From an optimization exercise on the open Yosys and OpenROAD flow, aimed at small area and a short achievable clock period; shortcuts taken in it are not production practice. Only simulation tests tie the RTL to the original design; equivalence was not proved. Power is estimated from default activity; no workload was simulated.

==> v7: inputs <==
==> flow/design.v <==
package pipe_pkg;
  localparam int DEF_DATA_W = 32;
  localparam int DEF_ADDR_W = 5;
  localparam int DEF_PEND_W = 2;
  typedef logic [DEF_ADDR_W-1:0] reg_sel_t;
  typedef logic [DEF_DATA_W-1:0] word_t;
endpackage
import pipe_pkg::*;
module wb_sb_step (
  input  logic [31:0] idec,
  input  logic [31:0] wdec,
  output logic [31:0] inc,
  output logic [31:0] dec
);
  assign inc = idec & ~wdec;
  assign dec = wdec & ~idec;
endmodule
module wb_scoreboard (
  input  logic        clk,
  input  logic        reset,
  input  logic [31:0] wdec,
  input  logic [31:0] idec,
  input  logic [31:0] adec,
  input  logic [31:0] bdec,
  output logic        hazard_a,
  output logic        hazard_b,
  output logic        pend_ovf
);
  logic [31:0] w_hz;
  logic [31:0] w_ovf_hit;
  logic        r_ovf;
  assign w_hz[0]      = 1'b0;
  assign w_ovf_hit[0] = 1'b0;
  logic [31:0] w_inc, w_dec;
  wb_sb_step u_step (.idec(idec), .wdec(wdec), .inc(w_inc), .dec(w_dec));
  for (genvar g = 1; g < 32; g++) begin : g_reg
    logic r_g1, r_g0;
    always_ff @(posedge clk) begin
      if (reset) begin
        r_g1 <= 1'b0;
        r_g0 <= 1'b0;
      end else begin
        r_g1 <= (r_g1 & !(w_dec[g] & r_g0)) | (w_inc[g] & r_g0);
        r_g0 <= w_dec[g] ? r_g1 : (w_inc[g] ? !r_g1 : r_g0);
      end
    end
    assign w_hz[g]      = r_g1 | (r_g0 & !wdec[g]);
    assign w_ovf_hit[g] = w_inc[g] & r_g1 & !r_g0;
  end
  always_ff @(posedge clk) begin
    if (reset)           r_ovf <= 1'b0;
    else if (|w_ovf_hit) r_ovf <= 1'b1;
  end
  assign pend_ovf = r_ovf;
  wb_rd_bit u_hza (.byp(1'b0), .byp_n(1'b1), .wdn(1'b1), .d(w_hz[31:1]), .s(adec[31:1]),
                   .y(hazard_a));
  wb_rd_bit u_hzb (.byp(1'b0), .byp_n(1'b1), .wdn(1'b1), .d(w_hz[31:1]), .s(bdec[31:1]),
                   .y(hazard_b));
endmodule
import pipe_pkg::*;
module wb_g_inv (input logic a, output logic y);
  assign y = !a;
endmodule
module wb_g_nand2 (input logic a, b, output logic y);
  assign y = !(a & b);
endmodule
module wb_g_nor2 (input logic a, b, output logic y);
  assign y = !(a | b);
endmodule
module wb_g_nand3 (input logic a, b, c, output logic y);
  assign y = !(a & b & c);
endmodule
module wb_g_xnor2 (input logic a, b, output logic y);
  assign y = !(a ^ b);
endmodule
module wb_g_a32oi (input logic a1, a2, a3, b1, b2, output logic y);
  assign y = !((a1 & a2 & a3) | (b1 & b2));
endmodule
module wb_or8 (
  input  logic [7:0] d,
  input  logic [7:0] s,
  output logic       y
);
  assign y = |(d & s);
endmodule
module wb_or7 (
  input  logic [6:0] d,
  input  logic [6:0] s,
  output logic       y
);
  assign y = |(d & s);
endmodule
module wb_rd_bit (
  input  logic        byp,
  input  logic        byp_n,
  input  logic        wdn,
  input  logic [31:1] d,
  input  logic [31:1] s,
  output logic        y
);
  logic [3:0] w_q;    
  logic [1:0] w_r;    
  wb_or7 u_q0 (.d(d[7:1]), .s(s[7:1]), .y(w_q[0]));
  for (genvar j = 1; j < 4; j++) begin : g_q
    wb_or8 u (.d(d[8*j +: 8]), .s(s[8*j +: 8]), .y(w_q[j]));
  end
  wb_g_nor2  u_r0 (.a(w_q[0]), .b(w_q[1]), .y(w_r[0]));
  wb_g_nor2  u_r1 (.a(w_q[2]), .b(w_q[3]), .y(w_r[1]));
  wb_g_a32oi u_y  (.a1(byp_n), .a2(w_r[0]), .a3(w_r[1]), .b1(byp), .b2(wdn), .y(y));
endmodule
module wb_dec (
  input  logic        en,
  input  logic [4:0]  sel,
  output logic [31:0] y
);
  logic [4:0] w_n;
  logic [3:0] w_lo_n;
  logic [7:0] w_hi_n;
  for (genvar j = 0; j < 5; j++) begin : g_inv
    wb_g_inv u (.a(sel[j]), .y(w_n[j]));
  end
  for (genvar k = 0; k < 4; k++) begin : g_lo
    wb_g_nand3 u (.a(en), .b(k[0] ? sel[0] : w_n[0]), .c(k[1] ? sel[1] : w_n[1]), .y(w_lo_n[k]));
  end
  for (genvar m = 0; m < 8; m++) begin : g_hi
    wb_g_nand3 u (.a(m[0] ? sel[2] : w_n[2]), .b(m[1] ? sel[3] : w_n[3]),
                  .c(m[2] ? sel[4] : w_n[4]), .y(w_hi_n[m]));
  end
  for (genvar i = 0; i < 32; i++) begin : g_y
    wb_g_nor2 u (.a(w_lo_n[i % 4]), .b(w_hi_n[i / 4]), .y(y[i]));
  end
endmodule
module wb_rdec (
  input  logic [4:0]  sel,
  output logic [31:0] y
);
  logic [4:0] w_n;
  logic [3:0] w_lo_n;
  logic [7:0] w_hi_n;
  for (genvar j = 0; j < 5; j++) begin : g_inv
    wb_g_inv u (.a(sel[j]), .y(w_n[j]));
  end
  for (genvar k = 0; k < 4; k++) begin : g_lo
    wb_g_nand2 u (.a(k[0] ? sel[0] : w_n[0]), .b(k[1] ? sel[1] : w_n[1]), .y(w_lo_n[k]));
  end
  for (genvar m = 0; m < 8; m++) begin : g_hi
    wb_g_nand3 u (.a(m[0] ? sel[2] : w_n[2]), .b(m[1] ? sel[3] : w_n[3]),
                  .c(m[2] ? sel[4] : w_n[4]), .y(w_hi_n[m]));
  end
  for (genvar i = 0; i < 32; i++) begin : g_y
    wb_g_nor2 u (.a(w_lo_n[i % 4]), .b(w_hi_n[i / 4]), .y(y[i]));
  end
endmodule
module wb_g_nand4 (input logic a, b, c, d, output logic y);
  assign y = !(a & b & c & d);
endmodule
module wb_byp_eq (
  input  logic       en,
  input  logic       nz,
  input  logic [4:0] sel_w,
  input  logic [4:0] sel_r,
  output logic       y,
  output logic       y_n
);
  logic [4:0] w_eq;
  logic [1:0] w_p;
  for (genvar j = 0; j < 5; j++) begin : g_eq
    wb_g_xnor2 u (.a(sel_w[j]), .b(sel_r[j]), .y(w_eq[j]));
  end
  wb_g_nand3 u_p0 (.a(w_eq[0]), .b(w_eq[1]), .c(w_eq[2]), .y(w_p[0]));
  wb_g_nand4 u_p1 (.a(w_eq[3]), .b(w_eq[4]), .c(en), .d(nz), .y(w_p[1]));
  wb_g_nor2  u_y  (.a(w_p[0]), .b(w_p[1]), .y(y));
  wb_g_inv   u_yn (.a(y), .y(y_n));
endmodule
module wb_g_nor3 (input logic a, b, c, output logic y);
  assign y = !(a | b | c);
endmodule
module wb_nz (
  input  logic [4:0] sel,
  output logic       nz
);
  logic w_z0, w_z1;
  wb_g_nor3  u_z0 (.a(sel[0]), .b(sel[1]), .c(sel[2]), .y(w_z0));
  wb_g_nor2  u_z1 (.a(sel[3]), .b(sel[4]), .y(w_z1));
  wb_g_nand2 u_nz (.a(w_z0), .b(w_z1), .y(nz));
endmodule
module wb_regfile
#(
  parameter int DATA_W = DEF_DATA_W,
  parameter int ADDR_W = DEF_ADDR_W,
  parameter int PEND_W = DEF_PEND_W
) (
  input  logic              clk,
  input  logic              reset,
  input  logic              wb_en,
  input  logic [ADDR_W-1:0] wb_sel,
  input  logic [DATA_W-1:0] wb_data,
  input  logic              iss_en,
  input  logic [ADDR_W-1:0] iss_sel,
  input  logic [ADDR_W-1:0] rd_sel_a,
  input  logic [ADDR_W-1:0] rd_sel_b,
  output logic [DATA_W-1:0] rd_data_a,
  output logic [DATA_W-1:0] rd_data_b,
  output logic              hazard_a,
  output logic              hazard_b,
  output logic              pend_ovf
);
  localparam int NREG = 32;
  logic [NREG-1:0]   w_wdec, w_idec;         
  logic [NREG-1:0]   w_asel, w_bsel;         
  logic              w_wnz, w_abyp, w_abyp_n, w_bbyp, w_bbyp_n;
  logic [DATA_W-1:0] w_wdata, w_wdn;
  logic [DATA_W-1:0][NREG-1:1] w_cols;       
  wb_dec  u_wdec (.en(wb_en),  .sel(wb_sel),   .y(w_wdec));
  wb_dec  u_idec (.en(iss_en), .sel(iss_sel),  .y(w_idec));
  wb_rdec u_adec (.sel(rd_sel_a), .y(w_asel));
  wb_rdec u_bdec (.sel(rd_sel_b), .y(w_bsel));
  assign w_wdata = reset ? '0 : wb_data;
  for (genvar g = 1; g < NREG; g++) begin : g_reg
    logic [DATA_W-1:0] r_q;
    always_ff @(posedge clk) begin
      if (reset || w_wdec[g]) r_q <= w_wdata;
    end
    for (genvar b = 0; b < DATA_W; b++) begin : g_bit
      assign w_cols[b][g] = r_q[b];
    end
  end
  wb_nz     u_wnz  (.sel(wb_sel), .nz(w_wnz));
  wb_byp_eq u_abyp (.en(wb_en), .nz(w_wnz), .sel_w(wb_sel), .sel_r(rd_sel_a), .y(w_abyp),
                    .y_n(w_abyp_n));
  wb_byp_eq u_bbyp (.en(wb_en), .nz(w_wnz), .sel_w(wb_sel), .sel_r(rd_sel_b), .y(w_bbyp),
                    .y_n(w_bbyp_n));
  for (genvar b = 0; b < DATA_W; b++) begin : g_col
    wb_g_inv  u_wdn (.a(wb_data[b]), .y(w_wdn[b]));
    wb_rd_bit u_a (.byp(w_abyp), .byp_n(w_abyp_n), .wdn(w_wdn[b]), .d(w_cols[b]),
                   .s(w_asel[NREG-1:1]), .y(rd_data_a[b]));
    wb_rd_bit u_b (.byp(w_bbyp), .byp_n(w_bbyp_n), .wdn(w_wdn[b]), .d(w_cols[b]),
                   .s(w_bsel[NREG-1:1]), .y(rd_data_b[b]));
  end
  wb_scoreboard u_sb (
    .clk      (clk),
    .reset    (reset),
    .wdec     (w_wdec),
    .idec     (w_idec),
    .adec     (w_asel),
    .bdec     (w_bsel),
    .hazard_a (hazard_a),
    .hazard_b (hazard_b),
    .pend_ovf (pend_ovf)
  );
endmodule
==> flow/flow/run.sh <==
#!/bin/bash
# Standard layout, with port buffers from the plain buffer family, the resizer allowed to
# change a cell's footprint (so those buffers can be sized like any other), and a clock tree
# of clkbuf_4 in sink clusters of up to 10 within 35 um, without dummy loads.
set -o pipefail
CTS="-sink_clustering_enable -repair_clock_nets -sink_clustering_size 10 -sink_clustering_max_diameter 35 -buf_list sky130_fd_sc_hd__clkbuf_4 -dont_use_dummy_load"
bash standard.sh MATCH_CELL_FOOTPRINT=0 "BUFFER_PORTS_ARGS=-buffer_cell sky130_fd_sc_hd__buf_2" "CTS_ARGS=$CTS" finish > flow.log 2>&1
==> flow/standard.sh <==
#!/bin/bash
# synth_recipe.tcl (not shown) runs the flow's synth.tcl, then flattens the netlist and writes it again
# the make line also repeats each setting of config.mk as NAME=value (left out here)
make -C /OpenROAD-flow-scripts/flow DESIGN_CONFIG=/design/flow/config.mk WORK_HOME=/design/flow/orfs CLKGATE_MAP_FILE= SYNTH_SCRIPT=/design/flow/synth_recipe.tcl "${@:-finish}"
==> flow/config.mk <==
export PLATFORM = sky130hd
export DESIGN_NAME = wb_regfile
export DESIGN_NICKNAME = wb_regfile
export VERILOG_FILES = /design/flow/design.v
export SDC_FILE = /design/flow/constraint.sdc
export NUM_CORES = 4
export LEC_CHECK = 0
export CAP_MARGIN = 20
export CORE_MARGIN = 2
export CORE_UTILIZATION = 45
export SETUP_SLACK_MARGIN = 1.35
export SLEW_MARGIN = 20
export SYNTH_HIERARCHICAL = 1
export SYNTH_MINIMUM_KEEP_SIZE = 0
==> flow/constraint.sdc <==
create_clock -name core_clock -period 5.5 [get_ports {clk}]
set_input_delay 1.1000 -clock core_clock [delete_from_list [all_inputs] [get_ports {clk}]]
set_output_delay 1.1000 -clock core_clock [all_outputs]
set_load 0.01 [all_outputs]
==> inputs of v12, as changes to v7 <==
==> flow/flow/run.sh (replaced) <==
#!/bin/bash
# Standard layout, with port buffers from the plain buffer family, the resizer allowed to
# change a cell's footprint (so those buffers can be sized like any other), and a clock tree
# of clkbuf_8 in sink clusters of up to 18 within 50 um, without dummy loads; no gate cloning in timing repair.
set -o pipefail
CTS="-sink_clustering_enable -repair_clock_nets -sink_clustering_size 18 -sink_clustering_max_diameter 50 -buf_list sky130_fd_sc_hd__clkbuf_8 -dont_use_dummy_load"
bash standard.sh MATCH_CELL_FOOTPRINT=0 "BUFFER_PORTS_ARGS=-buffer_cell sky130_fd_sc_hd__buf_2" "CTS_ARGS=$CTS" SKIP_GATE_CLONING=1 finish > flow.log 2>&1
--- a/flow/config.mk
+++ b/flow/config.mk
@@ -8,5 +8,5 @@
 export CAP_MARGIN = 20
 export CORE_MARGIN = 2
-export CORE_UTILIZATION = 45
+export CORE_UTILIZATION = 40
 export SETUP_SLACK_MARGIN = 1.35
 export SLEW_MARGIN = 20
==> run_results.csv <==
group,metric,value,unit
power,switching_share,27.1,%
grt,grt_max_degree,101,
die,core-area,99700,um^2
critical_path,critical_path.endpoint,"rd_data_b[9]",
grt,grt_pass1_vias,35100,
timing,final.setup_skew,0.0375,ns
die,n_tap_cell,1298,
outcome,run_status,"no timing/DRC/antenna violations",
The numbers above come from v7.

==> run_results.csv <==
group,metric,value,unit
critical_path,critical_path.endpoint,"rd_data_b[13]",
placement,placed_area,49900,um^2
timing,final.setup_skew,0.0712,ns
die,n_tap_cell,1500,
grt,grt_pass1_vias,35100,
cells_and_area,mostFrequentLayoutCells,"edfxtp_1 (992), a22oi_1 (949), nor2_1 (228)",
timing,setup_viol,0,
outcome,run_status,"no timing/DRC/antenna violations",
clock_network,ctsHoldBuffers,0,
The numbers above come from v12.

## re-timing with driven ports
In the flow no input, the clock included, has a driving cell. The finished layouts below were timed again as built, in two steps.
Step 1 sets driving cells, clkbuf_16 on the clock port and buf_2 on the other inputs (assumed; they add their load-dependent delay and slew).
Step 2 times the ports against the registers' clock, not the clock port: input delays grow and output delays shrink by t, the midpoint of the rising clock arrivals with the driver on.
Slacks: ideal ports / drivers / drivers and shift; pairs: ideal ports / drivers.
run	t (ns)	setup WS [ns]	worst data-port slew with drivers (ns)
v7	1.170	1.166 / 1.092 / 1.092	0.07
v12	0.843	1.273 / 1.115 / 1.115	0.22
After both steps every run listed still meets setup and hold. For v12, which loses most, drivers alone change the setup slack by -0.158 ns; drivers and shift together by -0.158 ns.
